This is an optimization exercise on Yosys and OpenROAD, whose aim is small area, not a production implementation. Function was checked by simulation only, so behaviour that the tests miss may differ from the original. No activity file was given, so power comes from the tool's default toggle rates.

==> flow/design.v (excerpt) <==
module cellbuf_top (
    input  logic                    clk,
    input  logic                    arst_n_i,
    input  cellbuf_pkg::pgroup_t    pgroup_i,
    input  logic                    pgroup_wr_i,
    input  cellbuf_pkg::cell_addr_t cell_addr_i,
    input  logic                    cell_store_i,
    output cellbuf_pkg::cell_view_t cell_o
);
make LEC_CHECK=0 CAP_MARGIN=20 CORE_MARGIN=2 CORE_UTILIZATION=45 SLEW_MARGIN=20 SYNTH_HIERARCHICAL=1 SYNTH_MINIMUM_KEEP_SIZE=0 finish   # period 10.0 ns
run.sh (not shown) runs the stock make flow with config.mk's settings and CLKGATE_MAP_FILE= SYNTH_SCRIPT=/design/flow/synth_recipe.tcl, a recipe that flattens the netlist after the stock synthesis.
Next try:
==> flow/flow/run.sh (new file) <==
#!/bin/bash
# Standard ORFS layout, with the smallest buffer on the ports and a clock
# tree of clkbuf_16 with clkbuf_8 leaf buffers on clusters of at most 14
# flip-flops, without dummy balancing loads. Cells with slack are downsized
# after global routing.
set -euo pipefail
bash standard.sh \
    "BUFFER_PORTS_ARGS=-buffer_cell sky130_fd_sc_hd__buf_1" \
    "CTS_ARGS=-sink_clustering_enable -repair_clock_nets -dont_use_dummy_load -buf_list sky130_fd_sc_hd__clkbuf_16 -sink_clustering_buffer sky130_fd_sc_hd__clkbuf_8 -sink_clustering_size 14 -sink_clustering_max_diameter 50" \
    "RECOVER_POWER=100" \
    finish > standard.log 2>&1
==> flow/standard.sh (new file) <==
#!/bin/bash
# synth_recipe.tcl (not shown) runs the flow's synth.tcl, then flattens the netlist and writes it again
# the make line also repeats each setting of config.mk as NAME=value (left out here)
make -C /OpenROAD-flow-scripts/flow DESIGN_CONFIG=/design/flow/config.mk WORK_HOME=/design/flow/orfs CLKGATE_MAP_FILE= SYNTH_SCRIPT=/design/flow/synth_recipe.tcl "${@:-finish}"
- CORE_UTILIZATION: 45 -> 70
removed: flow/run.sh
Effect: This time the run finished but failed the layout checks on max-capacitance violations, max-slew violations; wire length falls by 7.6%; worst setup slack gets worse by 1.1 ns; core utilization rises by 20 points; total power falls by 14%.
Next try:
==> flow/flow/run.sh (replaced) <==
#!/bin/bash
# Standard ORFS layout, with the smallest buffer on the ports and a clock
# tree without dummy balancing loads.
set -euo pipefail
bash standard.sh \
    "BUFFER_PORTS_ARGS=-buffer_cell sky130_fd_sc_hd__buf_1" \
    "CTS_ARGS=-sink_clustering_enable -repair_clock_nets -dont_use_dummy_load" \
    finish > standard.log 2>&1
- CORE_UTILIZATION: 70 -> 45
=> The new run finished clean. Fmax rises by about 23%. Clock skew goes up by 0.024 ns. Final area climbs by about 5.6%. Power increases by about 9%. Via count goes down by about 4%. Routed wire length is higher by about 8%. Register-to-register slack improves by 3.9 ns. Non-clock buffer count grows by 83. Hold slack hardly moves. Area after synthesis stays the same.

========
Another version of the RTL of cellbuf_top (not shown whole).
Size: about 16000 cells after synthesis, about 900 I/O pins, about 180000 sq um of cells after synthesis.
clock: 10.0 ns
lec_check: 0
cap_margin: 20
core_margin: 2
core_utilization: 60
slew_margin: 20
synth_hierarchical: 1
synth_minimum_keep_size: 0
standard.sh (not shown) runs the stock make flow with config.mk's settings and CLKGATE_MAP_FILE= SYNTH_SCRIPT=/design/flow/synth_recipe.tcl, a recipe that flattens the netlist after the stock synthesis.
==> flow/flow/run.sh <==
#!/bin/bash
# Standard ORFS layout with these changes:
#  - after synthesis, logic gates that ABC sized up are set back to x1
#    (flow/downsize.tcl); placement-time repair sizes up where needed;
#  - XOR gates above x1 are not used after synthesis, so their fanout is
#    buffered rather than the gate sized up;
#  - a buf_4 on every input port (before global placement) and the smallest
#    buffer on every output port (after global placement,
#    flow/buffer_outputs.tcl);
#  - a clock tree of clkbuf_16 on clusters of at most 28 flip-flops,
#    without dummy balancing loads.
# Each make run writes its full output to its own log file here.
set -euo pipefail
FLOW_DIR="$PWD/flow"
DONT_USE="$(make -s -C "$FLOW_HOME" DESIGN_CONFIG="$PWD/config.mk" WORK_HOME="$PWD/orfs" print-DONT_USE_CELLS | sed 's/^DONT_USE_CELLS: //')"
DONT_USE="$DONT_USE sky130_fd_sc_hd__xor2_2 sky130_fd_sc_hd__xor2_4 sky130_fd_sc_hd__xnor2_2 sky130_fd_sc_hd__xnor2_4"
ARGS=(
    "POST_SYNTH_TCL=$FLOW_DIR/downsize.tcl"
    "BUFFER_PORTS_ARGS=-inputs -buffer_cell sky130_fd_sc_hd__buf_4"
    "POST_GLOBAL_PLACE_TCL=$FLOW_DIR/buffer_outputs.tcl"
    "CTS_ARGS=-sink_clustering_enable -repair_clock_nets -dont_use_dummy_load -buf_list sky130_fd_sc_hd__clkbuf_16 -sink_clustering_size 28 -sink_clustering_max_diameter 70"
)
bash standard.sh "${ARGS[@]}" synth > standard_synth.log 2>&1
bash standard.sh "${ARGS[@]}" "DONT_USE_CELLS=$DONT_USE" finish > standard_layout.log 2>&1
==> flow/flow/buffer_outputs.tcl <==
# Run after global placement (POST_GLOBAL_PLACE_TCL): buffer the output ports
# with the smallest buffer. The input ports were buffered before global
# placement (BUFFER_PORTS_ARGS -inputs), with a buffer strong enough to drive
# the incoming pixel lanes' fanout.
buffer_ports -outputs -buffer_cell sky130_fd_sc_hd__buf_1
==> flow/flow/downsize.tcl <==
# Run after synthesis (POST_SYNTH_TCL): set every logic gate that Yosys/ABC
# sized above x1 back to x1. Placement-time repair sizes up again where
# timing or slew needs it.
set db [ord::get_db]
set n 0
foreach inst [[ord::get_db_block] getInsts] {
  set m [[$inst getMaster] getName]
  if {![regexp {^(sky130_fd_sc_hd__[a-z0-9]+)_([0-9]+)$} $m -> base size]} { continue }
  if {$size <= 1} { continue }
  if {[regexp {__(df|dl|sdf|edf|buf|clk|bufinv|conb|tap|fill|decap|diode|ebuf|ha|fa|maj|probe|lpflow)} $base]} { continue }
  set small [$db findMaster ${base}_1]
  if {$small == "NULL" || $small == ""} { continue }
  $inst swapMaster $small
  incr n
}
puts "downsize: $n cells set to x1"

==> next run, changes <==
--- a/flow/flow/run.sh
+++ b/flow/flow/run.sh
@@ -5,7 +5,5 @@
 #  - XOR gates above x1 are not used after synthesis, so their fanout is
 #    buffered rather than the gate sized up;
-#  - a buf_4 on every input port (before global placement) and the smallest
-#    buffer on every output port (after global placement,
-#    flow/buffer_outputs.tcl);
+#  - the smallest buffer on the ports;
 #  - a clock tree of clkbuf_16 on clusters of at most 28 flip-flops,
 #    without dummy balancing loads.
@@ -17,6 +15,5 @@
 ARGS=(
     "POST_SYNTH_TCL=$FLOW_DIR/downsize.tcl"
-    "BUFFER_PORTS_ARGS=-inputs -buffer_cell sky130_fd_sc_hd__buf_4"
-    "POST_GLOBAL_PLACE_TCL=$FLOW_DIR/buffer_outputs.tcl"
+    "BUFFER_PORTS_ARGS=-buffer_cell sky130_fd_sc_hd__buf_1"
     "CTS_ARGS=-sink_clustering_enable -repair_clock_nets -dont_use_dummy_load -buf_list sky130_fd_sc_hd__clkbuf_16 -sink_clustering_size 28 -sink_clustering_max_diameter 70"
 )
removed: flow/flow/buffer_outputs.tcl
After rerunning: The changed run finished clean; hold slack barely changes; clock skew came out higher by 0.037 ns; die area is unchanged; synthesized cell count stays the same; total power rose slightly; worst setup slack gets worse by 0.33 ns; via count came out higher slightly.
==> next run, changes <==
--- a/flow/flow/run.sh
+++ b/flow/flow/run.sh
@@ -6,6 +6,6 @@
 #    buffered rather than the gate sized up;
 #  - the smallest buffer on the ports;
-#  - a clock tree of clkbuf_16 on clusters of at most 28 flip-flops,
-#    without dummy balancing loads.
+#  - a clock tree of clkbuf_16 with clkbuf_8 leaf buffers on clusters of at
+#    most 16 flip-flops, without dummy balancing loads.
 # Each make run writes its full output to its own log file here.
 set -euo pipefail
@@ -16,5 +16,5 @@
     "POST_SYNTH_TCL=$FLOW_DIR/downsize.tcl"
     "BUFFER_PORTS_ARGS=-buffer_cell sky130_fd_sc_hd__buf_1"
-    "CTS_ARGS=-sink_clustering_enable -repair_clock_nets -dont_use_dummy_load -buf_list sky130_fd_sc_hd__clkbuf_16 -sink_clustering_size 28 -sink_clustering_max_diameter 70"
+    "CTS_ARGS=-sink_clustering_enable -repair_clock_nets -dont_use_dummy_load -buf_list sky130_fd_sc_hd__clkbuf_16 -sink_clustering_buffer sky130_fd_sc_hd__clkbuf_8 -sink_clustering_size 16 -sink_clustering_max_diameter 55"
 )
 bash standard.sh "${ARGS[@]}" synth > standard_synth.log 2>&1
What happened: Final area stays flat. Clock-buffer cell count rises by 186. Setup slack gets better by 0.070 ns. Power increases by 0.33%.

[port drivers added, routing unchanged]
The flow's constraints put no driver on any port. The routed layouts listed below were extracted and timed again, unchanged, in two steps.
Step 1: set_driving_cell puts a clkbuf_16 on clk and a buf_2 on each other input, an assumption about the parent block.
Step 2 times the ports against the registers' clock, not the clock port: input delays grow and output delays shrink by t, the midpoint of the rising clock arrivals with the driver on.
a / b / c = no drivers / after step 1 / after step 2; a / b = the first two.
run | shift t [ns] | setup WS [ns] | clock arrival spread, ns | slew at the worst register clock pin (ns) | cell pins on the clock port's net
the first run of note 1 | 1.168 | 1.484 / 1.305 / 1.305 | 0.058 / 0.058 | 0.07 / 0.07 | 1
the second run of note 1 | 1.060 | 0.358 / 0.260 / -0.800 | 0.065 / 0.064 | 0.10 / 0.10 | 1
the third run of note 1 | 1.146 | 2.186 / 1.987 / 1.987 | 0.118 / 0.118 | 0.07 / 0.07 | 1
the first run of note 2 | 1.099 | 1.886 / 1.654 / 1.654 | 0.085 / 0.085 | 0.11 / 0.11 | 1
the second run of note 2 | 1.074 | 1.553 / 1.332 / 1.332 | 0.112 / 0.112 | 0.12 / 0.12 | 1
the third run of note 2 | 1.048 | 1.623 / 1.414 / 1.414 | 0.097 / 0.098 | 0.11 / 0.11 | 1
For the second run of note 1, which loses most, drivers alone change the setup slack by -0.098 ns; drivers and shift together by -1.158 ns.
